From an optimization exercise on the open Yosys and OpenROAD flow, aimed at small area; shortcuts taken in it are not production practice.
Only simulation tests tie the RTL to the original design; equivalence was not proved.
Power figures rest on the tool's default switching activity, not on a simulated workload.

==> flow/design.v <==
package displayPkg;
    localparam int coordW = 10;
    localparam int angleW = 6;
    typedef struct packed {
        logic [coordW-1:0] x;
        logic [coordW-1:0] y;
        logic              displayOn;
    } pixelT;
    typedef struct packed {
        logic [7:0] red;
        logic [7:0] green;
        logic [7:0] blue;
    } rgbT;
    typedef struct packed {
        logic [coordW-1:0] x;
        logic [coordW-1:0] y;
        logic              xNeg;
        logic              yNeg;
    } ballT;
    typedef struct packed {
        logic signed [7:0] sin;
        logic signed [7:0] cos;
    } trigT;
    localparam rgbT ball1Color = 24'hffbb00;
    localparam rgbT ball2Color = 24'hff0000;
    localparam rgbT backColor  = 24'h555555;
    localparam rgbT blankColor = 24'h000000;
endpackage
module rippleAdd
#(
    parameter int W = 8
)
(
    input  logic [W-1:0] a,
    input  logic [W-1:0] b,
    input  logic         ci,
    output logic [W-1:0] s,
    output logic         co
);
    logic [W:0] c;
    assign c[0] = ci;
    for (genvar i = 0; i < W; i++)
    begin : g_bit
        assign s[i]   = a[i] ^ b[i] ^ c[i];
        assign c[i+1] = (a[i] & b[i]) | (c[i] & (a[i] ^ b[i]));
    end
    assign co = c[W];
endmodule
module rippleCarry
#(
    parameter int W = 8
)
(
    input  logic [W-1:0] a,
    input  logic [W-1:0] b,
    input  logic         ci,
    output logic         co
);
    logic [W:0] c;
    assign c[0] = ci;
    for (genvar i = 0; i < W; i++)
    begin : g_bit
        assign c[i+1] = (a[i] & b[i]) | (a[i] & c[i]) | (b[i] & c[i]);
    end
    assign co = c[W];
endmodule
module ballDisplay
(
    input  logic        clk,
    input  logic        reset,
    input  logic        run,
    input  logic [9:0]  ballSize,
    output logic [23:0] rgb,
    output logic [9:0]  pixelX,
    output logic [9:0]  pixelY,
    output logic        displayOn,
    output logic        hSyncN,
    output logic        vSyncN
);
    logic       justReset;
    logic       xEnd;
    logic       yEnd;
    logic [9:0] xInc;
    logic [9:0] yInc;
    logic [9:0] curX;
    logic [9:0] curY;
    logic       xVis;
    logic       yVis;
    logic       onNext;
    logic       hSyncNext;
    logic       vSyncNext;
    logic       frameTick;
    rippleAdd #(.W(10)) i_xInc (.a(pixelX), .b(10'd0), .ci(1'b1), .s(xInc), .co());
    rippleAdd #(.W(10)) i_yInc (.a(pixelY), .b(10'd0), .ci(1'b1), .s(yInc), .co());
    always_comb
    begin
        xEnd = (pixelX == 10'd799);
        yEnd = (pixelY == 10'd524);
        curX = xEnd ? 10'd0 : {xInc[9:1], xInc[0] & ~justReset};
        if (!xEnd)
            curY = pixelY;
        else if (yEnd)
            curY = 10'd0;
        else
            curY = yInc;
        xVis      = !(curX[9] && (curX[8] || curX[7]));
        yVis      = !curY[9] && (curY[8:5] != 4'b1111);
        onNext    = xVis && yVis;
        hSyncNext = !((curX[9:7] == 3'b101) && (curX[6:4] != 3'b000) && (curX[6:4] != 3'b111));
        vSyncNext = !(curY[9:1] == 9'd245);
        frameTick = (curX == 10'd0) && (curY == 10'd480);
    end
    logic [10:0] slot0;
    logic [10:0] slot1;
    logic [10:0] slot2;
    logic [10:0] slot3;
    logic [5:0]  angle;
    logic [5:0]  angleInc;
    logic [17:0] accA;
    logic [17:0] accB;
    logic        turn;
    logic        stepLines;
    logic        bounceSlot;
    logic        stepSlot;
    logic        step;
    logic        xBehind;
    logic        behindHeld;
    logic        flipHeld;
    logic        initLines;
    logic        flip;
    logic [9:0]  sizeHeld;
    logic        runHeld;
    logic        newNeg;
    logic [9:0]  newPos;
    always_comb
    begin
        {runHeld, sizeHeld} = accA[10:0];
        stepLines = (curY[9:2] == 8'd120);
        turn      = (curX == 10'd799) && ((curY[9:3] == 7'd60) && (curY[2:1] != 2'b11))
                  || (curX[9:1] == 9'd399) && (curY == 10'd479);
        bounceSlot = (curX == 10'd798) && stepLines;
        stepSlot  = (curX == 10'd799) && stepLines;
        step      = stepSlot && runHeld;
        initLines = (curY[9:1] == 9'd242);
    end
    assign newNeg = slot2[10] ^ (step && flipHeld);
    rippleAdd #(.W(10)) i_step (.a(slot2[9:0]), .b({{9{step && !newNeg}}, step}), .ci(1'b0), .s(newPos), .co());
    rippleAdd #(.W(6)) i_angle (.a(angle), .b(6'd0), .ci(1'b1), .s(angleInc), .co());
    always_ff @(posedge clk)
    begin
        if (reset)
        begin
            slot0 <= {1'b1, ~10'd200};
            slot1 <= {1'b1, ~10'd150};
            slot2 <= {1'b0, ~10'd320};
            slot3 <= {1'b0, ~10'd240};
            angle <= 6'd0;
        end
        else if (turn)
        begin
            slot0 <= slot1;
            slot1 <= {newNeg, newPos};
            slot2 <= slot3;
            slot3 <= slot0;
            if (step && curY[1:0] == 2'd0)
                angle <= angleInc;
        end
    end
    logic [9:0] b1xN;
    logic [9:0] b1yN;
    assign b1xN = slot2[9:0];
    assign b1yN = slot3[9:0];
    localparam logic [17:0] accA0 = 18'h39cc8;  
    localparam logic [17:0] accB0 = 18'h3b596;  
    localparam logic [111:0] sineTab = {
        7'd126, 7'd125, 7'd122, 7'd117, 7'd112, 7'd106, 7'd98, 7'd90,
        7'd81,  7'd71,  7'd60,  7'd49,  7'd37,  7'd25,  7'd12, 7'd0};
    localparam logic [111:0] cosineTab = {
        7'd12,  7'd25,  7'd37,  7'd49,  7'd60,  7'd71,  7'd81,  7'd90,
        7'd98,  7'd106, 7'd112, 7'd117, 7'd122, 7'd125, 7'd126, 7'd127};
    logic        accEn;
    logic        accX8;
    logic        accSwap;
    logic        accSubA;
    logic        accSubB;
    logic        accClr;
    logic [6:0]  sinQ;
    logic [6:0]  cosQ;
    logic        pickSin;
    logic [6:0]  magA;
    logic [6:0]  magB;
    logic        negA;
    logic        negB;
    logic [9:0]  addA;
    logic [9:0]  addB;
    logic [17:0] sumA;
    logic [17:0] sumB;
    always_comb
    begin
        accEn   = 1'b0;
        accX8   = 1'b0;
        accSwap = 1'b0;
        accSubA = 1'b0;
        accSubB = 1'b0;
        accClr  = stepSlot && (curY[1:0] == 2'd3);
        if (yVis)
        begin
            if (xVis)
            begin
                accEn   = 1'b1;
                accSubB = 1'b1;
            end
            else if ((curX[9:7] == 3'b101) && (!curX[6] || (curX[5:4] == 2'b00)))
            begin
                accEn   = 1'b1;
                accX8   = 1'b1;
                accSubA = 1'b1;
            end
            else if (curX == 10'd799)
            begin
                accEn   = 1'b1;
                accSwap = 1'b1;
            end
        end
        else if (initLines)
        begin
            accEn   = behindHeld;
            accSwap = curY[0];
            accSubA = 1'b1;
            accSubB = curY[0];
        end
        sinQ    = sineTab[7 * angle[3:0] +: 7];
        cosQ    = cosineTab[7 * angle[3:0] +: 7];
        pickSin = angle[4] ^ accSwap;
        magA    = pickSin ? sinQ : cosQ;
        magB    = pickSin ? cosQ : sinQ;
        negA    = accEn && (angle[5] ^ (angle[4] && !accSwap) ^ accSubA);
        negB    = accEn && (angle[5] ^ (angle[4] && accSwap) ^ accSubB);
        addA    = !accEn ? 10'd0 : accX8 ? {magA, 3'd0} : {3'd0, magA};
        addB    = !accEn ? 10'd0 : accX8 ? {magB, 3'd0} : {3'd0, magB};
    end
    rippleAdd #(.W(18)) i_sumA (.a(accA), .b({{8{negA}}, addA ^ {10{negA}}}), .ci(negA), .s(sumA), .co());
    rippleAdd #(.W(18)) i_sumB (.a(accB), .b({{8{negB}}, addB ^ {10{negB}}}), .ci(negB), .s(sumB), .co());
    always_ff @(posedge clk)
    begin
        if (reset)
        begin
            accA <= accA0;
            accB <= accB0;
        end
        else if (frameTick)
        begin
            accA <= {7'd0, run, ballSize};
            accB <= 18'd0;
        end
        else
        begin
            accA <= accClr ? 18'd0 : sumA;
            accB <= sumB;
        end
    end
    logic [9:0]  xOp;
    logic [9:0]  sizeOp;
    logic [10:0] d1x;
    logic [9:0]  d1y;
    logic        in1yLow;
    logic        in1x;
    logic        in1y;
    logic        in2x;
    logic        in2y;
    always_comb
    begin
        if (bounceSlot)
        begin
            xOp    = slot2[10] ? 10'd0 : (curY[0] ? 10'd479 : 10'd639);
            sizeOp = sizeHeld;
        end
        else
        begin
            xOp    = curX;
            sizeOp = ballSize;
        end
    end
    rippleAdd #(.W(11)) i_d1x (.a({1'b0, xOp}), .b({1'b1, b1xN}), .ci(1'b1), .s(d1x), .co());
    rippleAdd #(.W(10)) i_d1y (.a({1'b0, curY[8:0]}), .b({1'b1, b1yN[8:0]}), .ci(1'b1), .s(d1y), .co());
    rippleCarry #(.W(10)) i_in1x (.a(sizeOp), .b(d1x[9:0] ^ {10{~d1x[10]}}), .ci(~d1x[10]), .co(in1x));
    assign flip    = in1x;
    assign xBehind = d1x[10];
    always_ff @(posedge clk)
    begin
        flipHeld   <= flip;
        behindHeld <= initLines && xBehind;
    end
    rippleCarry #(.W(9)) i_in1y (.a(ballSize[8:0]), .b(d1y[8:0] ^ {9{~d1y[9]}}), .ci(~d1y[9]), .co(in1yLow));
    assign in1y = ballSize[9] || in1yLow;
    rippleCarry #(.W(10)) i_in2x (.a(ballSize), .b(accA[16:7] ^ {10{~accA[17]}}), .ci(~accA[17]), .co(in2x));
    rippleCarry #(.W(10)) i_in2y (.a(ballSize), .b(accB[16:7] ^ {10{~accB[17]}}), .ci(~accB[17]), .co(in2y));
    logic ball1On;
    logic ball2On;
    assign ball1On = in1x && in1y;
    assign ball2On = in2x && in2y;
    logic rBall;
    logic rOrange;
    logic rGrey;
    logic rOrGrey;
    always_ff @(posedge clk)
    begin
        if (reset)
        begin
            pixelX    <= 10'd0;
            pixelY    <= 10'd0;
            justReset <= 1'b1;
            displayOn <= 1'b0;
            hSyncN    <= 1'b1;
            vSyncN    <= 1'b1;
            rBall     <= 1'b0;
            rOrange   <= 1'b0;
            rGrey     <= 1'b0;
            rOrGrey   <= 1'b0;
        end
        else
        begin
            pixelX    <= curX;
            pixelY    <= curY;
            justReset <= 1'b0;
            displayOn <= onNext;
            hSyncN    <= hSyncNext;
            vSyncN    <= vSyncNext;
            rBall     <= onNext && (ball1On || ball2On);
            rOrange   <= onNext && ball1On;
            rGrey     <= onNext && !ball1On && !ball2On;
            rOrGrey   <= onNext && (ball1On || !ball2On);
        end
    end
    assign rgb = {rBall, displayOn, rBall, displayOn, rBall, displayOn, rBall, displayOn,
                  rOrange, rGrey, rOrange, rOrGrey, rOrange, rGrey, rOrange, rOrGrey,
                  1'b0, rGrey, 1'b0, rGrey, 1'b0, rGrey, 1'b0, rGrey};
endmodule
==> flow/flow/run.sh <==
#!/bin/bash
# The standard layout (the standard.sh: standard synthesis, floorplan, placement, CTS,
# routing, finish) with two ORFS settings changed:
# * the buffer that placement puts on every input and output port is the smallest buffer,
#   sky130_fd_sc_hd__buf_1, instead of the one buffer_ports picks itself (every port still gets
#   its own buffer);
# * clock tree synthesis builds the tree from clkbuf_4 and clkbuf_8 only (not clkbuf_16) and
#   adds no dummy load cells.
set -euo pipefail
export BUFFER_PORTS_ARGS="-buffer_cell sky130_fd_sc_hd__buf_1"
export CTS_ARGS="-sink_clustering_enable -repair_clock_nets -buf_list \"sky130_fd_sc_hd__clkbuf_4 sky130_fd_sc_hd__clkbuf_8\" -dont_use_dummy_load"
export POST_FLOORPLAN_TCL="$PWD/flow/downsize.tcl"
bash standard.sh finish > standard_flow.log 2>&1
==> flow/flow/downsize.tcl <==
# Run after floorplan (POST_FLOORPLAN_TCL): give every logic cell the smallest drive strength of its
# own cell family (same function, e.g. nand2_4 -> nand2_1), undoing the sizing synthesis did without
# placement. Placement's repair_design and the later timing repairs size cells up again where slew,
# capacitance or timing need it. Flip-flops, clock cells, adders, tie and tap cells are left alone.
set count 0
set saved 0.0
foreach inst [get_cells *] {
  set ref [get_property $inst ref_name]
  if {![regexp {^(sky130_fd_sc_hd__([a-z0-9]+))_([0-9]+)$} $ref -> base family size]} { continue }
  if {[regexp {^(df|dl|sdf|edf|sedf|clk|tap|conb|fill|decap|diode|ha|fa|lpflow|probe|bufbuf|bufinv|ebuf|einv)} $family]} { continue }
  set area [get_property [get_lib_cells $ref] area]
  set best ""
  set best_area $area
  foreach lc [get_lib_cells ${base}_*] {
    set name [get_property $lc name]
    if {![regexp "^${base}_\[0-9\]+\$" $name]} { continue }
    if {[get_property $lc dont_use]} { continue }
    set a [get_property $lc area]
    if {$a < $best_area} { set best $name; set best_area $a }
  }
  if {$best ne ""} {
    replace_cell $inst $best
    incr count
    set saved [expr {$saved + $area - $best_area}]
  }
}
puts "downsize: $count cells made smaller, [format %.1f $saved] um2 less"
==> flow/standard.sh <==
#!/bin/bash
# synth_recipe.tcl (not shown) runs the flow's synth.tcl, then flattens the netlist and writes it again
# the make line also repeats each setting of config.mk as NAME=value (left out here)
make -C /OpenROAD-flow-scripts/flow DESIGN_CONFIG=/design/flow/config.mk WORK_HOME=/design/flow/orfs CLKGATE_MAP_FILE= SYNTH_SCRIPT=/design/flow/synth_recipe.tcl "${@:-finish}"
==> flow/config.mk <==
export PLATFORM = sky130hd
export DESIGN_NAME = ballDisplay
export DESIGN_NICKNAME = ballDisplay
export VERILOG_FILES = /design/flow/design.v
export SDC_FILE = /design/flow/constraint.sdc
export NUM_CORES = 4
export LEC_CHECK = 0
export ABC_AREA = 1
export CAP_MARGIN = 20
export CORE_MARGIN = 2
export CORE_UTILIZATION = 40
export SLEW_MARGIN = 20
==> flow/constraint.sdc <==
create_clock -name core_clock -period 12.0 [get_ports {clk}]
set_input_delay 2.4000 -clock core_clock [delete_from_list [all_inputs] [get_ports {clk}]]
set_output_delay 2.4000 -clock core_clock [all_outputs]
set_load 0.01 [all_outputs]
==> impl_metrics.json, run 1 <==
{
  "worstPathMaxFanout": 15,
  "nNetsFinal": 1194,
  "drive_gt1_frac": 0.0385,
  "dp_hpwl_microns": 14800,
  "syn_area_per_cell_sq_um": 7.76,
  "clk_pin_slew_ns": 0.07,
  "drt_iter0_markers": 447,
  "antenna_found_initial": 0,
  "syn_area_sq_um": 8310,
  "n_fill_cell": 2161,
  "power_uw": 728,
  "grt_setup_unrepaired": "no",
  "crit_top_cell": "fa_1",
  "path_class": "reg2reg",
  "ys_types": 55,
  "post-cts-setup-buffers": 0,
  "grt_max_degree": 49,
  "holdBufCountCts": 0,
  "fin_skew_ns": 0.0285,
  "status": "complete, no violations",
  "grt_use_met2": 0.292,
  "grt_pass1_wl_microns": 31600,
  "critPathLaunchType": "flop",
  "via_per_inst": 4.87,
  "max_cap_viol_count": 0,
  "drt_wl_total_microns": 19100,
  "multi_input_area_sq_um": 4750,
  "critPathSlowestCell": "nor3_1",
  "worstPathRequired_ns": 12.30,
  "period_needed_ns": 10.82,
  "busiest_layer": "met2",
  "htree_levels": 4,
  "synth_edf_count": 0,
  "clock_path_buffers": 2,
  "cts-buffers-inserted": 17,
  "fin_crit_sh": 0.901,
  "fmax_mhz": 92.5,
  "vias": 6626,
  "setup_viol": 0,
  "cts_tree": "built",
  "ys_ff_latch": 116,
  "regArea_sq_um": 2320,
  "finalInstanceArea_sq_um": 8530,
  "cts_resized": 0,
  "die_area_sq_um": 21900,
  "setup_tns_ns": 0,
  "critPathMaxStageDelay_ns": 0.44,
  "dpl_cell_area_sq_um": 8300,
  "synthArstFlopShare": 0,
  "arrival_ns": 11.12,
  "yosys_warnings": 1,
  "num_antenna_cells": 0,
  "min_path_type": "reg2reg",
  "ir_drop_mv": 0.0635,
  "rows": 52,
  "gr-total-overflow": 0,
  "drt_first_pass_iters": 5,
  "grtUsageMet1": 0.249,
  "drt.antenna.violating_nets": 0,
  "die_x_microns": 148,
  "cts_root_buffer": "clkbuf_8",
  "path_buf_inv": 8,
  "power.density_nw_per_um2": 85.3,
  "seq_area_frac_synth": 0.280,
  "die_h_microns": 148,
  "insertion_delay_ns": 0.45,
  "synth_top_flop_cell": "dfxtp_1",
  "wire_per_inst_microns": 14.1,
  "initial_core_util": 0.409,
  "finalHoldViolCount": 0,
  "syn_to_final_growth_pct": 2.68,
  "synth_cells": 1071,
  "coreArea_sq_um": 20300,
  "clock_sinks": 116,
  "drv_slew": 0,
  "hold_slack_ns": 0.455,
  "end_kind": "flop",
  "gp_congestion": 0.987,
  "grt_usage": 0.183,
  "route.detailed.drc": 0,
  "power_leakage_nw": 4.11,
  "relSlewSlack": 0.452,
  "grtUsageMet3": 0.0387,
  "grt_pass1_vias": 6204,
  "crit_family": "adder cells",
  "worst_slew_pin_slew_ns": 0.820,
  "ioPinCount": 60,
  "io_buffer_count": 55
}
[worst paths after layout]
check	start	depth (start not counted)	slack, ns	endpoint
max	pixelY[0]	46	1.18	accA[17]
min	slot0[6]	2	0.45	slot0[6]
max reg2reg	pixelY[0]	46	1.18	accA[17]
min reg2reg	slot0[6]	2	0.45	slot0[6]
[metrics by stage]
| step | util | setup WS (ns) | std cells |
|---|---|---|---|
| 2_1_floorplan | - | 2.28 | 1074 |
| 3_3_place_gp | 0.409 | 1.43 | 1344 |
| 3_5_place_dp | 0.409 | 1.24 | 1344 |
| 4_1_cts | 0.420 | 1.22 | 1361 |
| 5_1_grt | 0.420 | 0.335 | 1361 |
| 6_report | 0.420 | 1.18 | 1361 |
[state kept, by name, indices dropped and copies added (netlist names)]
name        count
rOrange         1
pixelX         10
slot2          11
justReset       1
rGrey           1
pixelY         10
displayOn       1
hSyncN          1
slot0          11
vSyncN          1
slot3          11
accA           18
rBall           1
angle           6
accB           18
slot1          11
behindHeld      1
flipHeld        1
rOrGrey         1
[per-layer routing]
| layer | wire length [microns] | part of all wire | up-vias |
|---|---|---|---|
| met5 | 0 | 0 | - |
| met3 | 1050 | 0.055 | 18 |
| met4 | 266 | 0.014 | 0 |
| met1 | 9130 | 0.48 | 3081 |
| li1 | - | - | 3383 |
| met2 | 8690 | 0.45 | 144 |
[synth_stat cells, drive strengths merged, types with 23 or more instances]
| cell | count | area share |
|---|---|---|
| buf | 38 | 0.033 |
| clkbuf | 23 | 0.010 |
| dfxtp | 116 | 0.28 |
| fa | 57 | 0.14 |
| ha | 31 | 0.047 |
| inv | 165 | 0.075 |
| nand2 | 226 | 0.11 |
| nand3 | 55 | 0.042 |
| nor2 | 97 | 0.052 |
| o211ai | 23 | 0.021 |
| o21ai | 76 | 0.046 |
| xnor2 | 33 | 0.035 |
| xor2 | 31 | 0.033 |
[logic make-up (layout without fill, tap and decap cells)]
kind of cell	after synthesis	count (layout)	share of synthesized area
fa+ha+maj	92	92	0.189
flops	116	116	0.280
compound gates	155	155	0.110
simple gates	414	414	0.234
other cells	1	4	0.000451
xor+xnor	64	64	0.0675
buf+inv	229	246	0.120
[cell type report]
type                            instances  share of cell area
Clock buffer                           17              0.0274
Inverter                              168              0.0741
Multi-Input combinational cell        729               0.557
Sequential cell                       116               0.272
Tap cell                              270              0.0396
Timing Repair Buffer                   61              0.0295
[worst reg2reg max path: cells and delay by family (launching register included)]
family,cells,cell delay (ns)
adder cells (fa/ha/maj),25,7.30
AND/OR/NAND/NOR,6,1.25
AO/OA/AOI/OAI,5,0.81
buffers and inverters,8,0.71
flip-flops,1,0.34
XOR/XNOR,2,0.29
[power by group]
group	switching [mW]	total, mW	internal, mW
Clock	0.140	0.264	0.124
Sequential	0.00855	0.402	0.394
Combinational	0.0381	0.0619	0.0238
Total	0.187	0.728	0.541
[cell usage in the layout (no fill, tap or decap), types with 2 or more instances in the layout]
cell type / count
ha_1: 31
or2_1: 4
nor2_1: 97
nor4_1: 3
o211ai_1: 23
clkbuf_8: 17
o22ai_1: 17
nor3_1: 10
buf_1: 55
buf_4: 6
xnor2_1: 33
or2_2: 5
maj3_1: 4
nand3_1: 55
xor2_1: 31
inv_1: 152
o21ai_0: 68
clkinv_1: 2
nand4_1: 11
conb_1: 4
dfxtp_1: 116
inv_2: 13
nand2_1: 226
o21ai_1: 8
o221ai_1: 3
fa_1: 57
a21oi_1: 22
a211oi_1: 7
==> inputs of run 2 (changes only) <==
--- a/flow/flow/run.sh
+++ b/flow/flow/run.sh
@@ -2,3 +2,3 @@
 # The standard layout (the standard.sh: standard synthesis, floorplan, placement, CTS,
-# routing, finish) with two ORFS settings changed:
+# routing, finish) with three ORFS settings changed:
 # * the buffer that placement puts on every input and output port is the smallest buffer,
@@ -7,3 +7,5 @@
 # * clock tree synthesis builds the tree from clkbuf_4 and clkbuf_8 only (not clkbuf_16) and
-#   adds no dummy load cells.
+#   adds no dummy load cells;
+# * after floorplan, flow/downsize.tcl (POST_FLOORPLAN_TCL) sets every logic cell to the
+#   smallest drive strength of its cell family; the flow's later repairs size up where needed.
 set -euo pipefail
==> impl_metrics.json, run 2 <==
{
  "worstPathMaxFanout": 15,
  "yosys_warnings": 1,
  "power.density_nw_per_um2": 85.3,
  "setup_viol": 0,
  "synth_xor_area_frac": 0.0675,
  "critPathSlowestCell": "nor3_1",
  "arrival_ns": 11.12,
  "grt_pass1_vias": 6204,
  "grt_usage": 0.183,
  "dp_slack_ns": 1.24,
  "num_antenna_cells": 0,
  "synth_common_cells": "nand2_1, inv_1, dfxtp_1",
  "drive_gt1_frac": 0.0385,
  "crit_top_cell": "fa_1",
  "syn_area_sq_um": 8310,
  "drt_wl_total_microns": 19100,
  "seq_area_frac_synth": 0.280,
  "route.detailed.drc": 0,
  "clock_sinks": 116,
  "grt_max_degree": 49,
  "yosysTopAreaCellShare": 0.280,
  "synth_edf_count": 0,
  "coreArea_sq_um": 20300,
  "dp.cells": 1344,
  "relSlewSlack": 0.452,
  "synthArstFlopShare": 0,
  "vias": 6626,
  "drt.antenna.violating_nets": 0,
  "min_path_type": "reg2reg",
  "fin_skew_ns": 0.0285,
  "clock_path_buffers": 2,
  "synth_top_flop_cell": "dfxtp_1",
  "die_h_microns": 148,
  "fin_crit_sh": 0.901,
  "grt_pass1_wl_microns": 31600,
  "clk_pin_slew_ns": 0.07,
  "reg_top3": "accA x18, accB x18",
  "yosysMostFrequentCell": "nand2_1",
  "holdBufCountCts": 0,
  "p_sw_uw": 187,
  "synth_top_family_by_area": "simple AND/OR/NAND/NOR gates",
  "worst_slew_pin_slew_ns": 0.820,
  "synth_cells": 1071,
  "power_uw": 728,
  "initial_core_util": 0.409,
  "end_kind": "flop",
  "wire_per_inst_microns": 14.1,
  "p_seq_frac": 0.553,
  "drt_first_pass_iters": 5,
  "cts-buffers-inserted": 17,
  "gr-total-overflow": 0,
  "setup_tns_ns": 0,
  "critPathLaunchType": "flop",
  "die_area_sq_um": 21900,
  "dp_hpwl_microns": 14800,
  "finalHoldViolCount": 0,
  "max_cap_viol_count": 0,
  "synth_compound_area_frac": 0.110,
  "drv_slew": 0,
  "reg2reg_slack_ns": 1.18,
  "cts_resized": 0,
  "critPathMaxStageDelay_ns": 0.44,
  "post-cts-setup-buffers": 0,
  "ys_types": 55,
  "htree_levels": 4,
  "regArea_sq_um": 2320,
  "io_buffer_count": 55,
  "status": "complete, no violations",
  "grt_setup_unrepaired": "no",
  "via_per_inst": 4.87,
  "worstPathRequired_ns": 12.30,
  "power_leakage_nw": 4.11,
  "yosys.area_share.simple": 0.234,
  "instances_no_fill": 1361,
  "ioPinCount": 60,
  "cts_root_buffer": "clkbuf_8",
  "p_int_uw": 541,
  "nNetsFinal": 1194,
  "ir_drop_mv": 0.0635,
  "die_x_microns": 148,
  "period_needed_ns": 10.82,
  "multi_input_area_sq_um": 4750,
  "synthTopCellsByArea": "dfxtp_1, fa_1, nand2_1",
  "pwr-share-clk": 0.362,
  "synth.area.mux_share": 0,
  "comb_power_share": 0.085,
  "syn_area_per_cell_sq_um": 7.76,
  "antenna_found_initial": 0,
  "cts_tree": "built",
  "path_class": "reg2reg",
  "n_fill_cell": 2161,
  "layout_commonest_cell": "nand2_1",
  "ys_ff_latch": 116,
  "final_cell_mix": "nand2_1, inv_1, dfxtp_1",
  "drt_iter0_markers": 447,
  "insertion_delay_ns": 0.45,
  "switching_share": 0.256,
  "finalWorstSetupSlack_ns": 1.18,
  "rows": 52,
  "yosys.area.top_type": "dfxtp_1",
  "synth_fa_ha_area_frac": 0.189,
  "fmax_mhz": 92.5,
  "gp_congestion": 0.987,
  "syn_to_final_growth_pct": 2.68
}
==> run 2: per-stage QoR <==
step | area, sq um | util | hold slack, ns
6_report | 8530 | 0.420 | 0.455
4_1_cts | 8530 | 0.420 | 0.459
3_3_place_gp | 8300 | 0.409 | 0.432
2_1_floorplan | 8320 | - | 0.424
5_1_grt | 8530 | 0.420 | 0.470
3_5_place_dp | 8300 | 0.409 | 0.440
==> run 2: cells by family after synthesis <==
kind of cell    count (synthesis)
other cells                     1
buf+inv                       229
simple gates                  414
compound gates                155
flops                         116
xor+xnor                       64
fa+ha+maj                      92
==> run 2: cell type report <==
class | instances | area share
well taps | 270 | 0.0396
clock buffers | 17 | 0.0274
flip-flops and latches | 116 | 0.272
multi-input cells | 729 | 0.557
inverters | 168 | 0.0741
repair buffers | 61 | 0.0295
==> run 2: path summary, 6_finish.rpt <==
path	from	end	depth (start not counted)
setup / recovery	pixelY[0]	accA[17]	46
hold / removal	slot0[6]	slot0[6]	2
setup reg to reg	pixelY[0]	accA[17]	46
hold reg to reg	slot0[6]	slot0[6]	2
==> run 2: power by group through the flow <==
stage	registers, mW	clock network, mW	logic [mW]
floorplan	0.409	0	0.0518
global placement	0.411	0	0.0621
detailed placement	0.411	0	0.0620
CTS	0.402	0.273	0.0623
global route	0.403	0.289	0.0722
finish	0.402	0.264	0.0619
==> run 2: routing by layer <==
layer	vias to the layer above	track usage	part of all wire
met4	0	0.0590	0.014
met5	-	0	0
li1	3383	-	-
met2	144	0.292	0.45
met3	18	0.0387	0.055
met1	3081	0.249	0.48
==> run 2: worst max-delay path: cells and delay by family, from the launching register on <==
family,cells,cell delay (ns)
and+or+nand+nor,6,1.24
AOI/OAI and AO/OA,5,0.81
DFF,1,0.34
buffers and inverters,8,0.71
xor gates and xnor gates,2,0.29
adders and majority gates,25,7.30
==> inputs of run 3 (changes only) <==
--- a/flow/flow/run.sh
+++ b/flow/flow/run.sh
@@ -13,3 +13,3 @@
 export CTS_ARGS="-sink_clustering_enable -repair_clock_nets -buf_list \"sky130_fd_sc_hd__clkbuf_4 sky130_fd_sc_hd__clkbuf_8\" -dont_use_dummy_load"
-export POST_FLOORPLAN_TCL="$PWD/flow/downsize.tcl"
+export POST_FLOORPLAN_TCL="$PWD/flow/restructure.tcl"
 bash standard.sh finish > standard_flow.log 2>&1
==> flow/flow/restructure.tcl (new file) <==
file mkdir $::env(PWD)/rmp_work
set before [rsz::design_area]
restructure -liberty_file $::env(LIB_FILES) -target area -tielo_port sky130_fd_sc_hd__conb_1/LO -tiehi_port sky130_fd_sc_hd__conb_1/HI -work_dir $::env(PWD)/rmp_work -abc_logfile $::env(PWD)/rmp_abc.log
puts "restructure: design area [format %.1f [expr {$before * 1e12}]] -> [format %.1f [expr {[rsz::design_area] * 1e12}]] um2"
source $::env(PWD)/flow/downsize.tcl
==> impl_metrics.json, run 3 <==
{
  "synth_xor_area_frac": 0.0675,
  "ys_types": 55,
  "yosys.area_share.simple": 0.234,
  "synthArstFlopShare": 0,
  "syn_area_sq_um": 8310,
  "synth_edf_count": 0,
  "synth.area.mux_share": 0,
  "synth_top_flop_cell": "dfxtp_1",
  "rows": 52,
  "syn_area_per_cell_sq_um": 7.76,
  "error_line": "Error: floorplan.tcl, 161 can't create directory \"/OpenROAD-flow-scripts/flow/rmp_work\": read-only file system",
  "synthTopCellsByArea": "dfxtp_1, fa_1, nand2_1",
  "initial_core_util": 0.409,
  "yosysTopAreaCellShare": 0.280,
  "synth_compound_area_frac": 0.110,
  "flow.stopped_at": "floorplan",
  "yosys.area.top_type": "dfxtp_1",
  "synth_fa_ha_area_frac": 0.189,
  "synth_top_family_by_area": "simple AND/OR/NAND/NOR gates",
  "die_h_microns": 148,
  "die_x_microns": 148,
  "synth_cells": 1071,
  "synth_common_cells": "nand2_1, inv_1, dfxtp_1",
  "ys_ff_latch": 116,
  "status": "aborted with a tool error",
  "yosysMostFrequentCell": "nand2_1",
  "yosys_warnings": 1,
  "seq_area_frac_synth": 0.280
}
[run 3: cell counts after synthesis]
Identical to the previous run, type by type.
[run 3: kinds of logic after synthesis]
group / after synthesis
other: 1
buffers and inverters: 229
adder cells (fa/ha/maj): 92
AO/OA/AOI/OAI: 155
XOR/XNOR: 64
AND/OR/NAND/NOR: 414
flip-flops: 116
==> inputs of run 4 (changes only) <==
==> flow/flow/filter_lib.py (new file) <==
"""Copy a liberty file without the cells named on the command line (the platform's don't-use
cells), so that restructure's ABC mapping cannot pick them.
usage: filter_lib.py IN OUT CELL..."""
import re
import sys

src, dst, drop = sys.argv[1], sys.argv[2], set(sys.argv[3:])
text = open(src).read()
out = []
pos = 0
for m in re.finditer(r'\n[ \t]*cell\s*\(\s*"?([\w]+)"?\s*\)\s*\{', text):
    if m.start() < pos or m.group(1) not in drop:
        continue
    depth = 0
    i = m.end() - 1
    while True:
        c = text[i]
        if c == '{':
            depth += 1
        elif c == '}':
            depth -= 1
            if depth == 0:
                break
        i += 1
    out.append(text[pos:m.start()])
    pos = i + 1
out.append(text[pos:])
open(dst, 'w').write(''.join(out))
==> flow/flow/restructure.tcl (replaced) <==
# Run after floorplan (POST_FLOORPLAN_TCL): re-map the logic for area with OpenROAD's restructure
# (ABC, registers untouched) on a copy of the library without the platform's don't-use cells, then
# give every logic cell the smallest drive strength of its family (downsize.tcl).
set here [file dirname [file normalize [info script]]]
set work [file dirname $here]
file mkdir $work/rmp_work
set lib $work/rmp_work/restructure.lib
exec python3 $here/filter_lib.py $::env(LIB_FILES) $lib {*}$::env(DONT_USE_CELLS)
set before [rsz::design_area]
restructure -liberty_file $lib -target area -tielo_port sky130_fd_sc_hd__conb_1/LO \
  -tiehi_port sky130_fd_sc_hd__conb_1/HI -work_dir $work/rmp_work -abc_logfile $work/rmp_abc.log
puts "restructure: design area [format %.1f [expr {$before * 1e12}]] -> [format %.1f [expr {[rsz::design_area] * 1e12}]] um2"
source $here/downsize.tcl
==> impl_metrics.json, run 4 <==
{
  "yosys.area.top_type": "dfxtp_1",
  "initial_core_util": 0.409,
  "synth_cells": 1071,
  "syn_area_sq_um": 8310,
  "ys_types": 55,
  "synth_common_cells": "nand2_1, inv_1, dfxtp_1",
  "synthTopCellsByArea": "dfxtp_1, fa_1, nand2_1",
  "synth_edf_count": 0,
  "status": "aborted with a tool error",
  "ys_ff_latch": 116,
  "yosys_warnings": 1,
  "error_line": "Error: floorplan.tcl, 161 Traceback (most recent call last):",
  "yosysMostFrequentCell": "nand2_1",
  "yosysTopAreaCellShare": 0.280,
  "rows": 52,
  "die_x_microns": 148,
  "seq_area_frac_synth": 0.280,
  "synth_top_flop_cell": "dfxtp_1",
  "flow.stopped_at": "floorplan",
  "die_h_microns": 148,
  "synthArstFlopShare": 0,
  "syn_area_per_cell_sq_um": 7.76
}
-- run 4: cells by family after synthesis --
group	share of synthesized area
buffers and inverters	0.120
adder cells (fa/ha/maj)	0.189
other	0.000451
XOR/XNOR	0.0675
AND/OR/NAND/NOR	0.234
AO/OA/AOI/OAI	0.110
flip-flops	0.280
==> inputs of run 5 (changes only) <==
--- a/flow/flow/restructure.tcl
+++ b/flow/flow/restructure.tcl
@@ -7,3 +7,3 @@
 set lib $work/rmp_work/restructure.lib
-exec python3 $here/filter_lib.py $::env(LIB_FILES) $lib {*}$::env(DONT_USE_CELLS)
+exec python3 $here/filter_lib.py [lindex $::env(LIB_FILES) 0] $lib {*}$::env(DONT_USE_CELLS)
 set before [rsz::design_area]
==> impl_metrics.json, run 5 <==
{
  "p_int_uw": 538,
  "vias": 7583,
  "finalInstanceArea_sq_um": 8110,
  "period_needed_ns": 10.54,
  "busiest_layer": "met2",
  "num_antenna_cells": 0,
  "critPathMaxStageDelay_ns": 0.55,
  "path_class": "reg2reg",
  "worst_slew_pin_slew_ns": 0.797,
  "reg_top3": "accA x18, accB x18",
  "drive_gt1_frac": 0.0323,
  "grtUsageMet1": 0.265,
  "n_fill_cell": 2188,
  "insertion_delay_ns": 0.45,
  "dp.cells": 1369,
  "comb_power_share": 0.088,
  "seq_area_frac_synth": 0.280,
  "grt_usage": 0.189,
  "die_x_microns": 148,
  "switching_share": 0.260,
  "arrival_ns": 10.83,
  "relSlewSlack": 0.465,
  "drt_first_pass_iters": 5,
  "grt_pass1_wl_microns": 33500,
  "fin_crit_sh": 0.878,
  "htree_levels": 4,
  "finalWorstSetupSlack_ns": 1.46,
  "crit_top_cell": "nor2_1",
  "nNetsFinal": 1131,
  "ys_types": 55,
  "dp_hpwl_microns": 15200,
  "dpl_cell_area_sq_um": 7860,
  "p_seq_frac": 0.546,
  "post-cts-setup-buffers": 0,
  "pwr-share-clk": 0.366,
  "drt_wl_total_microns": 20500,
  "yosys.area.top_type": "dfxtp_1",
  "p_sw_uw": 189,
  "cts_root_buffer": "clkbuf_8",
  "holdBufCountCts": 0,
  "grt_use_met2": 0.291,
  "yosysTopAreaCellShare": 0.280,
  "gp_congestion": 0.842,
  "critPathSlowestCell": "or4_1",
  "min_path_type": "reg2reg",
  "synth_top_flop_cell": "dfxtp_1",
  "clock_sinks": 116,
  "yosysMostFrequentCell": "nand2_1",
  "die_h_microns": 148,
  "synth_edf_count": 0,
  "grtUsageMet3": 0.0414,
  "reg2reg_slack_ns": 1.46,
  "ys_ff_latch": 116,
  "critPathLaunchType": "flop",
  "setup_tns_ns": 0,
  "worstPathMaxFanout": 15,
  "rows": 52,
  "power.density_nw_per_um2": 89.7,
  "clock_path_buffers": 2,
  "grt_pass1_vias": 6660,
  "clk_pin_slew_ns": 0.07,
  "dp_slack_ns": 1.22,
  "drt_iter0_markers": 596,
  "instances_no_fill": 1386,
  "fmax_mhz": 94.9,
  "syn_to_final_growth_pct": -2.41,
  "synth_cells": 1071,
  "drt.antenna.violating_nets": 0,
  "coreArea_sq_um": 20300,
  "power_leakage_nw": 2.77,
  "layout_commonest_cell": "nor2_1",
  "finalHoldViolCount": 0,
  "synthArstFlopShare": 0,
  "final_cell_mix": "nor2_1, clkinv_1, dfxtp_1",
  "max_cap_viol_count": 0,
  "wire_per_inst_microns": 14.8,
  "synth_common_cells": "nand2_1, inv_1, dfxtp_1",
  "die_area_sq_um": 21900,
  "io_buffer_count": 55,
  "multi_input_area_sq_um": 4390,
  "gr-total-overflow": 0,
  "grt_max_degree": 49,
  "fin_skew_ns": 0.0299,
  "worstPathRequired_ns": 12.29,
  "synthTopCellsByArea": "dfxtp_1, fa_1, nand2_1",
  "ioPinCount": 60,
  "ir_drop_mv": 0.0667,
  "yosys_warnings": 1,
  "grt_setup_unrepaired": "no",
  "syn_area_sq_um": 8310,
  "status": "complete, no violations",
  "via_per_inst": 5.47,
  "cts-buffers-inserted": 17,
  "setup_viol": 0,
  "route.detailed.drc": 0,
  "end_kind": "flop",
  "cts_tree": "built",
  "initial_core_util": 0.409,
  "antenna_found_initial": 0,
  "drv_slew": 0,
  "regArea_sq_um": 2320,
  "hold_slack_ns": 0.453,
  "syn_area_per_cell_sq_um": 7.76
}
## run 5: cell counts after synthesis
Identical to the previous run, type by type.
## run 5: final timing paths
path	endpoint	cells past startpoint	from
min	slot0[6]	2	slot1[6]
max	accB[17]	61	pixelX[0]
max reg2reg	accB[17]	61	pixelX[0]
min reg2reg	slot0[6]	2	slot1[6]
## run 5: cell type report
| cell class | count | share of cell area |
|---|---|---|
| Multi-Input combinational cell | 779 | 0.542 |
| Timing Repair Buffer | 66 | 0.0358 |
| Tap cell | 270 | 0.0417 |
| Inverter | 138 | 0.0653 |
| Clock buffer | 17 | 0.0289 |
| Sequential cell | 116 | 0.286 |
## run 5: through the flow
stage                      util  power, mW
after floorplan               -      0.460
after global placement    0.387      0.468
after detailed placement  0.387      0.469
after CTS                 0.399      0.736
after global routing      0.399      0.761
final                     0.399      0.727
## run 5: timing repair
item                                    4_1_cts  5_1_grt
hold endpoints to repair                      0        0
endpoints found under the setup margin        0        9
resized for setup                             0       12
## run 5: power by group through the flow
stage | registers (mW) | logic [mW] | clock network (mW)
finish | 0.397 | 0.0639 | 0.267
global route | 0.398 | 0.0721 | 0.291
CTS | 0.397 | 0.0634 | 0.276
detailed placement | 0.406 | 0.0632 | 0
global placement | 0.405 | 0.0626 | 0
floorplan | 0.409 | 0.0518 | 0
## run 5: worst max-delay path: cells and delay by family (launching register included)
kind / cells / cell delay, ns
buffers and inverters: 7 / 1.10
AO/OA/AOI/OAI: 22 / 4.17
flip-flops: 1 / 0.40
AND/OR/NAND/NOR: 32 / 4.72
## run 5: cells by family after synthesis
logic type,count (synthesis),synth area share
adder cells (fa/ha/maj),92,0.189
AND/OR/NAND/NOR,414,0.234
AO/OA/AOI/OAI,155,0.110
other,1,0.000451
flip-flops,116,0.280
XOR/XNOR,64,0.0675
buffers and inverters,229,0.120
## run 5: metal layers
layer | vias to the layer above | share of wire
li1 | 3984 | -
met4 | 0 | 0.018
met3 | 24 | 0.054
met5 | - | 0
met2 | 191 | 0.43
met1 | 3384 | 0.50
==> inputs of run 6 (changes only) <==
--- a/flow/design.v
+++ b/flow/design.v
@@ -122,3 +122,2 @@
     logic        stepLines;
-    logic        bounceSlot;
     logic        stepSlot;
@@ -126,4 +125,2 @@
     logic        xBehind;
-    logic        behindHeld;
-    logic        flipHeld;
     logic        initLines;
@@ -140,3 +137,2 @@
                   || (curX[9:1] == 9'd399) && (curY == 10'd479);
-        bounceSlot = (curX == 10'd798) && stepLines;
         stepSlot  = (curX == 10'd799) && stepLines;
@@ -145,3 +141,3 @@
     end
-    assign newNeg = slot2[10] ^ (step && flipHeld);
+    assign newNeg = slot2[10] ^ (step && flip);
     rippleAdd #(.W(10)) i_step (.a(slot2[9:0]), .b({{9{step && !newNeg}}, step}), .ci(1'b0), .s(newPos), .co());
@@ -226,3 +222,3 @@
         begin
-            accEn   = behindHeld;
+            accEn   = xBehind;
             accSwap = curY[0];
@@ -272,3 +268,3 @@
     begin
-        if (bounceSlot)
+        if (step)
         begin
@@ -288,7 +284,2 @@
     assign xBehind = d1x[10];
-    always_ff @(posedge clk)
-    begin
-        flipHeld   <= flip;
-        behindHeld <= initLines && xBehind;
-    end
     rippleCarry #(.W(9)) i_in1y (.a(ballSize[8:0]), .b(d1y[8:0] ^ {9{~d1y[9]}}), .ci(~d1y[9]), .co(in1yLow));
--- a/flow/flow/run.sh
+++ b/flow/flow/run.sh
@@ -8,4 +8,7 @@
 #   adds no dummy load cells;
-# * after floorplan, flow/downsize.tcl (POST_FLOORPLAN_TCL) sets every logic cell to the
-#   smallest drive strength of its cell family; the flow's later repairs size up where needed.
+# * after floorplan, flow/restructure.tcl (POST_FLOORPLAN_TCL) re-maps the logic for area with
+#   OpenROAD's restructure (ABC; registers untouched), on a copy of the library without the
+#   platform's don't-use cells (flow/filter_lib.py), and then flow/downsize.tcl sets every logic
+#   cell to the smallest drive strength of its cell family; the flow's later repairs size up where
+#   needed.
 set -euo pipefail
==> impl_metrics.json, run 6 <==
{
  "gr-total-overflow": 0,
  "yosysMostFrequentCell": "nand2_1",
  "grt_usage": 0.195,
  "relSlewSlack": 0.438,
  "p_sw_uw": 178,
  "drt_iter0_markers": 614,
  "power.density_nw_per_um2": 83.7,
  "setup_viol": 0,
  "critPathSlowestCell": "or4_1",
  "fin_crit_sh": 0.918,
  "end_kind": "flop",
  "syn_area_sq_um": 8130,
  "insertion_delay_ns": 0.44,
  "finalHoldViolCount": 0,
  "power_uw": 709,
  "drt_wl_total_microns": 20800,
  "reg2reg_depth": 72,
  "period_needed_ns": 11.01,
  "path_class": "reg2reg",
  "grt_pass1_vias": 6860,
  "seq_area_frac_synth": 0.281,
  "clock_sinks": 114,
  "clock_path_buffers": 2,
  "synth_top_flop_cell": "dfxtp_1",
  "hold_slack_ns": 0.443,
  "arrival_ns": 11.33,
  "syn_area_per_cell_sq_um": 7.69,
  "rr_endpoint": "accB[17]",
  "die_area_sq_um": 21500,
  "finalInstanceArea_sq_um": 8470,
  "grt_pass1_wl_microns": 34300,
  "ioPinCount": 60,
  "ys_types": 49,
  "power_leakage_nw": 2.93,
  "yosys.area.top_type": "dfxtp_1",
  "num_antenna_cells": 0,
  "ys_ff_latch": 114,
  "synth_edf_count": 0,
  "fmax_mhz": 90.8,
  "initial_core_util": 0.404,
  "synthArstFlopShare": 0,
  "critPathMaxStageDelay_ns": 0.59,
  "antenna_found_initial": 1,
  "holdPathStages": 2,
  "vias": 7743,
  "route.detailed.drc": 0,
  "max_cap_viol_count": 0,
  "cts_tree": "built",
  "regArea_sq_um": 2280,
  "synth_common_cells": "nand2_1, inv_1, dfxtp_1",
  "critPathLaunchType": "flop",
  "grt_max_degree": 50,
  "rows": 52,
  "drv_slew": 0,
  "drive_gt1_frac": 0.0909,
  "yosysTopAreaCellShare": 0.281,
  "yosys_warnings": 1,
  "crit_top_cell": "nor2_1",
  "final_cell_mix": "nor2_1, clkinv_1, dfxtp_1",
  "cts_root_buffer": "clkbuf_8",
  "syn_to_final_growth_pct": 4.22,
  "via_per_inst": 5.48,
  "io_buffer_count": 55,
  "gp_congestion": 0.889,
  "ir_drop_mv": 0.0373,
  "coreArea_sq_um": 20100,
  "grt_use_met2": 0.303,
  "busiest_layer": "met2",
  "clk_pin_slew_ns": 0.07,
  "n_fill_cell": 2110,
  "worst_slew_pin_slew_ns": 0.832,
  "grtUsageMet3": 0.0372,
  "drt.antenna.violating_nets": 0,
  "setup_tns_ns": 0,
  "layout_commonest_cell": "nor2_1",
  "drt_first_pass_iters": 5,
  "synthTopCellsByArea": "dfxtp_1, fa_1, nand2_1",
  "worstPathRequired_ns": 12.31,
  "die_h_microns": 147,
  "cts-buffers-inserted": 17,
  "holdBufCountCts": 0,
  "p_seq_frac": 0.549,
  "min_path_type": "reg2reg",
  "pwr-share-clk": 0.364,
  "p_int_uw": 531,
  "htree_levels": 4,
  "min_from": "slot1[6]",
  "dpl_cell_area_sq_um": 8080,
  "comb_power_share": 0.087,
  "nNetsFinal": 1159,
  "switching_share": 0.251,
  "wire_per_inst_microns": 14.7,
  "reg_top3": "accA x18, accB x18",
  "worstPathMaxFanout": 5,
  "holdPathEnd": "slot0[6]",
  "fin_skew_ns": 0.0264,
  "die_x_microns": 147,
  "dp_hpwl_microns": 15400,
  "grtUsageMet1": 0.276,
  "status": "complete, no violations",
  "rr_startpoint": "pixelX[2]",
  "reg2reg_slack_ns": 0.99,
  "multi_input_area_sq_um": 4530,
  "synth_cells": 1057
}
run 6: cell types whose count changed in the layout (fill, tap and decap cells not counted), moves of 5 or more:
cell / delta
buf_4: +38
nand2_1: -24
o21ai_0: -24
o22ai_1: +18
nor2_1: +12
nor2b_1: -9
a2bb2oi_1: -8
o21ai_2: +8
o21a_1: +7
o21ai_1: +5
or3_1: +5
run 6: area by class of cell:
class | count | share of cell area
multi-input cells | 774 | 0.534
repair buffers | 104 | 0.0680
flip-flops and latches | 114 | 0.270
well taps | 270 | 0.0399
clock buffers | 17 | 0.0276
inverters | 135 | 0.0603
run 6: kinds of logic after synthesis:
kind of cell / count (synthesis) / synth area share
other cells: 1 / 0.000462
fa+ha+maj: 98 / 0.201
compound gates: 155 / 0.113
buf+inv: 226 / 0.119
flops: 114 / 0.281
xor+xnor: 62 / 0.0668
simple gates: 401 / 0.218
run 6: repair_timing:
| item | CTS | global route |
|---|---|---|
| resized for setup | 9 | 45 |
| endpoints found under the setup margin | 4 | 21 |
| cloned | 0 | 1 |
| pin swaps | 0 | 1 |
| setup buffers | 0 | 1 |
run 6: critical path, delay by kind of cell, from the launching register on:
family | cells | cell delay (ns)
and+or+nand+nor | 32 | 5.53
AOI/OAI and AO/OA | 31 | 3.82
buffers and inverters | 9 | 1.15
DFF | 1 | 0.36
run 6: per-stage QoR:
stage,utilization,setup WS (ns),std cells
detailed placement,0.402,-0.340,1395
CTS,0.414,0.0139,1412
global placement,0.402,-0.00459,1395
global route,0.421,-0.0793,1414
finish,0.421,0.987,1414
floorplan,-,0.0323,1060
run 6: worst max path at each step:
stage | depth (start not counted) | from | end | slack [ns]
CTS | 70 | pixelX[2] | accB[17] | 0.01
finish | 72 | pixelX[2] | accB[17] | 0.99
detailed placement | 64 | pixelY[2] | accB[17] | -0.34
global placement | 65 | pixelY[2] | accB[17] | -0.005
floorplan | 63 | pixelY[0] | accA[17] | 0.03
global route | 72 | pixelX[2] | accB[17] | -0.08
run 6: layer usage:
| metal | share of wire | up-vias |
|---|---|---|
| li1 | - | 4046 |
| met1 | 0.49 | 3477 |
| met2 | 0.44 | 198 |
| met3 | 0.056 | 20 |
| met4 | 0.014 | 2 |
| met5 | 0.00063 | - |
run 6: power groups by stage:
| stage | clock network (mW) | logic, mW | registers (mW) |
|---|---|---|---|
| after global placement | 0 | 0.0600 | 0.397 |
| after detailed placement | 0 | 0.0605 | 0.398 |
| after CTS | 0.269 | 0.0607 | 0.389 |
| after global routing | 0.285 | 0.0692 | 0.390 |
| after floorplan | 0 | 0.0528 | 0.402 |
| final | 0.258 | 0.0614 | 0.389 |
==> inputs of run 7 (changes only) <==
--- a/flow/design.v
+++ b/flow/design.v
@@ -122,2 +122,3 @@
     logic        stepLines;
+    logic        bounceSlot;
     logic        stepSlot;
@@ -125,2 +126,4 @@
     logic        xBehind;
+    logic        behindHeld;
+    logic        flipHeld;
     logic        initLines;
@@ -137,2 +140,3 @@
                   || (curX[9:1] == 9'd399) && (curY == 10'd479);
+        bounceSlot = (curX == 10'd798) && stepLines;
         stepSlot  = (curX == 10'd799) && stepLines;
@@ -141,3 +145,3 @@
     end
-    assign newNeg = slot2[10] ^ (step && flip);
+    assign newNeg = slot2[10] ^ (step && flipHeld);
     rippleAdd #(.W(10)) i_step (.a(slot2[9:0]), .b({{9{step && !newNeg}}, step}), .ci(1'b0), .s(newPos), .co());
@@ -222,3 +226,3 @@
         begin
-            accEn   = xBehind;
+            accEn   = behindHeld;
             accSwap = curY[0];
@@ -268,3 +272,3 @@
     begin
-        if (step)
+        if (bounceSlot)
         begin
@@ -284,2 +288,7 @@
     assign xBehind = d1x[10];
+    always_ff @(posedge clk)
+    begin
+        flipHeld   <= flip;
+        behindHeld <= initLines && xBehind;
+    end
     rippleCarry #(.W(9)) i_in1y (.a(ballSize[8:0]), .b(d1y[8:0] ^ {9{~d1y[9]}}), .ci(~d1y[9]), .co(in1yLow));
--- a/flow/config.mk
+++ b/flow/config.mk
@@ -10,3 +10,3 @@
 export CORE_MARGIN = 2
-export CORE_UTILIZATION = 40
+export CORE_UTILIZATION = 70
 export SLEW_MARGIN = 20
==> impl_metrics.json, run 7 <==
{
  "status": "complete, no violations",
  "period_needed_ns": 10.49,
  "worst_slew_pin_slew_ns": 1.09,
  "worstPathMaxFanout": 15,
  "grtUsageMet1": 0.442,
  "path_class": "reg2reg",
  "dp.cells": 1242,
  "syn_area_per_cell_sq_um": 7.76,
  "p_int_uw": 538,
  "yosysMostFrequentCell": "nand2_1",
  "clk_pin_slew_ns": 0.07,
  "drt_first_pass_iters": 16,
  "initial_core_util": 0.721,
  "reg_top3": "accA x18, accB x18",
  "switching_share": 0.248,
  "setup_viol": 0,
  "syn_area_sq_um": 8310,
  "drv_slew": 0,
  "n_fill_cell": 1025,
  "gr-total-overflow": 0,
  "p_sw_uw": 178,
  "grt_setup_unrepaired": "no",
  "yosys_warnings": 1,
  "wire_per_inst_microns": 15.0,
  "drt_iter0_markers": 843,
  "dpl_cell_area_sq_um": 7690,
  "ys_types": 55,
  "relSlewSlack": 0.262,
  "drive_gt1_frac": 0.0314,
  "p_seq_frac": 0.555,
  "ioPinCount": 60,
  "synth_edf_count": 0,
  "grt_pass1_vias": 6586,
  "die_h_microns": 113,
  "yosysTopAreaCellShare": 0.280,
  "critPathSlowestCell": "or4_1",
  "holdBufCountCts": 0,
  "antenna_found_initial": 0,
  "power.density_nw_per_um2": 90.1,
  "num_antenna_cells": 0,
  "instances_no_fill": 1259,
  "crit_top_cell": "nor2_1",
  "clock_path_buffers": 2,
  "cts_tree": "built",
  "synth_top_flop_cell": "dfxtp_1",
  "insertion_delay_ns": 0.46,
  "postLayoutCoreUtil": 0.690,
  "drt.antenna.violating_nets": 0,
  "grt_use_met2": 0.454,
  "min_path_type": "reg2reg",
  "hold_slack_ns": 0.453,
  "drt_wl_total_microns": 18900,
  "pwr-share-clk": 0.358,
  "comb_power_share": 0.088,
  "layout_commonest_cell": "nor2_1",
  "synth_common_cells": "nand2_1, inv_1, dfxtp_1",
  "fmax_mhz": 95.3,
  "power_leakage_nw": 2.77,
  "htree_levels": 4,
  "critPathLaunchType": "flop",
  "dp_hpwl_microns": 13800,
  "setup_tns_ns": 0,
  "final_cell_mix": "nor2_1, clkinv_1, dfxtp_1",
  "arrival_ns": 10.79,
  "busiest_layer": "met2",
  "gp_congestion": 0.886,
  "end_kind": "flop",
  "synthTopCellsByArea": "dfxtp_1, fa_1, nand2_1",
  "finalInstanceArea_sq_um": 7940,
  "nNetsFinal": 1131,
  "grt_pass1_wl_microns": 31200,
  "die_x_microns": 113,
  "grtUsageMet3": 0.0546,
  "synth_cells": 1071,
  "grt_usage": 0.302,
  "io_buffer_count": 55,
  "clock_sinks": 116,
  "coreArea_sq_um": 11500,
  "worstPathRequired_ns": 12.30,
  "finalHoldViolCount": 0,
  "via_per_inst": 6.11,
  "ir_drop_mv": 0.0925,
  "grt_max_degree": 49,
  "ys_ff_latch": 116,
  "fin_crit_sh": 0.874,
  "max_cap_viol_count": 0,
  "critPathMaxStageDelay_ns": 0.56,
  "fin_skew_ns": 0.0238,
  "rows": 39,
  "vias": 7689,
  "cts-buffers-inserted": 17,
  "cts_root_buffer": "clkbuf_8",
  "route.detailed.drc": 0,
  "syn_to_final_growth_pct": -4.40,
  "yosys.area.top_type": "dfxtp_1",
  "die_area_sq_um": 12800,
  "seq_area_frac_synth": 0.280,
  "synthArstFlopShare": 0
}
## run 7: cell types whose count changed after synthesis, moves of 3 or more
cell	change
buf_2	+5
buf_4	-3
inv_1	-6
inv_2	+4
maj3_2	-5
nand2_1	+11
nand2_4	+4
nand3_1	+12
nand4_1	-3
nor2_1	-17
o21ai_1	+3
o22ai_1	+3
xnor2_1	+4
## run 7: cell type report
type	instances	area, sq um	area share
clock buffer	17	234	0.0295
inverter	138	529	0.0666
multi-input combinational	779	4390	0.552
sequential	116	2320	0.292
tap	143	179	0.0225
timing repair buffer	66	290	0.0365
## run 7: cell families (layout without fill, tap and decap cells)
family / after synthesis / after routing / synth area share
fa+ha+maj: 92 / 0 / 0.189
buf+inv: 229 / 221 / 0.120
other cells: 1 / 8 / 0.000451
xor+xnor: 64 / 16 / 0.0675
flops: 116 / 116 / 0.280
compound gates: 155 / 436 / 0.110
simple gates: 414 / 319 / 0.234
## run 7: path summary, 6_finish.rpt
| kind | start | end | slack (ns) | cells past startpoint |
|---|---|---|---|---|
| worst min register to register | slot1[6] | slot0[6] | 0.45 | 2 |
| worst max-delay path | pixelX[0] | accB[17] | 1.51 | 61 |
| worst min-delay path | slot1[6] | slot0[6] | 0.45 | 2 |
| worst max register to register | pixelX[0] | accB[17] | 1.51 | 61 |
## run 7: worst max-delay path, delay by kind of cell, from the launching register on
family,cells,cell delay [ns]
AOI/OAI and AO/OA,22,4.19
buffers and inverters,7,1.07
DFF,1,0.39
and+or+nand+nor,32,4.71
## run 7: repair_timing
action	4_1_cts	5_1_grt
gates resized for setup	0	12
setup endpoints to repair	0	8
buffers inserted	0	0
## run 7: power groups by stage
stage	clock network, mW	registers [mW]	logic, mW
floorplan	0	0.409	0.0518
global placement	0	0.405	0.0606
detailed placement	0	0.405	0.0612
CTS	0.262	0.397	0.0614
global route	0.279	0.398	0.0703
finish	0.256	0.397	0.0627
## run 7: through the flow
step | power [mW] | setup WS [ns]
after floorplan | 0.460 | 2.28
after global placement | 0.466 | 1.64
after detailed placement | 0.467 | 1.31
after CTS | 0.721 | 1.17
after global routing | 0.747 | 0.0163
final | 0.716 | 1.51
## run 7: routing by layer
layer  up-vias  wire length, microns
met3        25                  1410
met2       301                  7980
met4         0                   319
met1      3397                  9170
li1       3966                     -
met5         -                     0
==> inputs of run 8 (changes only) <==
--- a/flow/config.mk
+++ b/flow/config.mk
@@ -10,3 +10,3 @@
 export CORE_MARGIN = 2
-export CORE_UTILIZATION = 70
+export CORE_UTILIZATION = 40
 export SLEW_MARGIN = 20
==> impl_metrics.json, run 8 <==
{
  "worst_slew_pin_slew_ns": 0.797,
  "insertion_delay_ns": 0.45,
  "status": "complete, no violations",
  "power_leakage_nw": 2.77,
  "via_per_inst": 5.47,
  "clock_path_buffers": 2,
  "comb_power_share": 0.088,
  "ys_ff_latch": 116,
  "syn_area_per_cell_sq_um": 7.76,
  "holdPathEnd": "slot0[6]",
  "cts_tree": "built",
  "vias": 7583,
  "switching_share": 0.260,
  "grt_max_degree": 49,
  "period_needed_ns": 10.54,
  "synth_cells": 1071,
  "synth_common_cells": "nand2_1, inv_1, dfxtp_1",
  "synthTopCellsByArea": "dfxtp_1, fa_1, nand2_1",
  "clk_pin_slew_ns": 0.07,
  "p_sw_uw": 189,
  "finalHoldViolCount": 0,
  "min_path_type": "reg2reg",
  "ioPinCount": 60,
  "nNetsFinal": 1131,
  "drt_wl_total_microns": 20500,
  "holdPathStages": 2,
  "syn_to_final_growth_pct": -2.41,
  "antenna_found_initial": 0,
  "fin_crit_sh": 0.878,
  "pwr-share-clk": 0.366,
  "holdBufCountCts": 0,
  "num_antenna_cells": 0,
  "drive_gt1_frac": 0.0323,
  "cts_root_buffer": "clkbuf_8",
  "final_cell_mix": "nor2_1, clkinv_1, dfxtp_1",
  "path_class": "reg2reg",
  "relSlewSlack": 0.465,
  "gr-total-overflow": 0,
  "dp.cells": 1369,
  "worstPathMaxFanout": 15,
  "post-cts-setup-buffers": 0,
  "p_int_uw": 538,
  "grt_pass1_vias": 6660,
  "reg_top3": "accA x18, accB x18",
  "dp_hpwl_microns": 15200,
  "yosys.area.top_type": "dfxtp_1",
  "route.detailed.drc": 0,
  "worstPathRequired_ns": 12.29,
  "rr_startpoint": "pixelX[0]",
  "htree_levels": 4,
  "grt_setup_unrepaired": "no",
  "cts-buffers-inserted": 17,
  "initial_core_util": 0.409,
  "p_seq_frac": 0.546,
  "drt.antenna.violating_nets": 0,
  "die_x_microns": 148,
  "seq_area_frac_synth": 0.280,
  "end_kind": "flop",
  "ys_types": 55,
  "instances_no_fill": 1386,
  "yosysMostFrequentCell": "nand2_1",
  "setup_tns_ns": 0,
  "max_cap_viol_count": 0,
  "drv_slew": 0,
  "syn_area_sq_um": 8310,
  "io_buffer_count": 55,
  "rr_endpoint": "accB[17]",
  "fin_skew_ns": 0.0299,
  "cts_resized": 0,
  "gp_congestion": 0.842,
  "synth_top_flop_cell": "dfxtp_1",
  "reg2reg_depth": 61,
  "die_area_sq_um": 21900,
  "wire_per_inst_microns": 14.8,
  "yosys_warnings": 1,
  "layout_commonest_cell": "nor2_1",
  "arrival_ns": 10.83,
  "grt_usage": 0.189,
  "n_fill_cell": 2188,
  "power.density_nw_per_um2": 89.7,
  "crit_top_cell": "nor2_1",
  "setup_viol": 0,
  "grt_pass1_wl_microns": 33500,
  "min_from": "slot1[6]",
  "critPathMaxStageDelay_ns": 0.55,
  "clock_sinks": 116,
  "ir_drop_mv": 0.0667,
  "reg2reg_slack_ns": 1.46,
  "drt_iter0_markers": 596,
  "synthArstFlopShare": 0,
  "coreArea_sq_um": 20300,
  "rows": 52,
  "critPathLaunchType": "flop",
  "fmax_mhz": 94.9,
  "synth_edf_count": 0,
  "drt_first_pass_iters": 5,
  "die_h_microns": 148,
  "critPathSlowestCell": "or4_1",
  "yosysTopAreaCellShare": 0.280
}
==> run 8: cell counts after synthesis <==
No cell type changed its count.
==> run 8: final cells by class <==
class | instances | area, sq um | area share
multi-input combinational | 779 | 4390 | 0.542
timing repair buffer | 66 | 290 | 0.0358
inverter | 138 | 529 | 0.0653
sequential | 116 | 2320 | 0.286
clock buffer | 17 | 234 | 0.0289
tap | 270 | 338 | 0.0417
==> run 8: power by group through the flow <==
| stage | clock [mW] | combinational (mW) | sequential [mW] |
|---|---|---|---|
| floorplan | 0 | 0.0518 | 0.409 |
| global placement | 0 | 0.0626 | 0.405 |
| detailed placement | 0 | 0.0632 | 0.406 |
| CTS | 0.276 | 0.0634 | 0.397 |
| global route | 0.291 | 0.0721 | 0.398 |
| finish | 0.267 | 0.0639 | 0.397 |
==> run 8: how the worst max path moves through the flow <==
stage	startpoint	to	slack, ns	depth (start not counted)
after floorplan	pixelY[0]	accA[17]	2.28	45
after global placement	pixelX[0]	accB[17]	1.61	61
after detailed placement	pixelX[0]	accB[17]	1.22	61
after CTS	pixelX[0]	accB[17]	1.14	61
after global routing	pixelX[0]	accB[17]	0.06	61
final	pixelX[0]	accB[17]	1.46	61
==> run 8: cell families (layout without fill, tap and decap cells) <==
kind of cell	Yosys count	count (layout)	share of synthesized area
DFF	116	116	0.280
and+or+nand+nor	414	319	0.234
xor gates and xnor gates	64	16	0.0675
adders and majority gates	92	0	0.189
buffers and inverters	229	221	0.120
AOI/OAI and AO/OA	155	436	0.110
other	1	8	0.000451
==> run 8: per-layer routing <==
| metal | share of wire | vias up | global-route usage | routed length [microns] |
|---|---|---|---|---|
| li1 | - | 3984 | - | - |
| met1 | 0.50 | 3384 | 0.265 | 10300 |
| met2 | 0.43 | 191 | 0.291 | 8760 |
| met3 | 0.054 | 24 | 0.0414 | 1110 |
| met4 | 0.018 | 0 | 0.0571 | 371 |
| met5 | 0 | - | 0 | 0 |
==> run 8: critical path, delay by kind of cell, from the launching register on <==
kind                   cells  cell delay (ns)
and+or+nand+nor           32             4.72
AOI/OAI and AO/OA         22             4.17
buffers and inverters      7             1.10
DFF                        1             0.40
==> run 8: metrics by stage <==
step                setup slack [ns]   util  instance area, sq um  hold slack [ns]  total power [mW]
floorplan                       2.28      -                  8320            0.424             0.460
global placement                1.61  0.387                  7860            0.434             0.468
detailed placement              1.22  0.387                  7860            0.447             0.469
CTS                             1.14  0.399                  8090            0.457             0.736
global route                  0.0575  0.399                  8110            0.477             0.761
finish                          1.46  0.399                  8110            0.453             0.727

## re-timing with driven ports
No port has a modelled driver above. Below, the same layouts with a new extraction and two added sets of constraints. Step 1 assumes that a clkbuf_16 drives the clock port and a buf_2 every other input. Step 2 moves the port delays by t, midway between the first and last clock arrival at a register: inputs arrive t later, outputs are due t later. That takes back most of the time a late clock gives input paths. a / b / c = no drivers / after step 1 / after step 2; a / b = the first two.
run | t, ns | setup WS [ns] | worst setup path after step 2 | slew at the worst register clock pin (ns)
run 1 | 0.476 | 1.184 / 1.184 / 1.184 | register to register | 0.08 / 0.08
run 2 | 0.476 | 1.184 / 1.184 / 1.184 | register to register | 0.08 / 0.08
run 5 | 0.474 | 1.460 / 1.460 / 1.460 | register to register | 0.07 / 0.07
run 6 | 0.469 | 0.987 / 0.987 / 0.987 | register to register | 0.07 / 0.07
run 7 | 0.481 | 1.508 / 1.508 / 1.508 | register to register | 0.07 / 0.07
run 8 | 0.474 | 1.460 / 1.460 / 1.460 | register to register | 0.07 / 0.07
After both steps setup and hold are still met in every run listed.
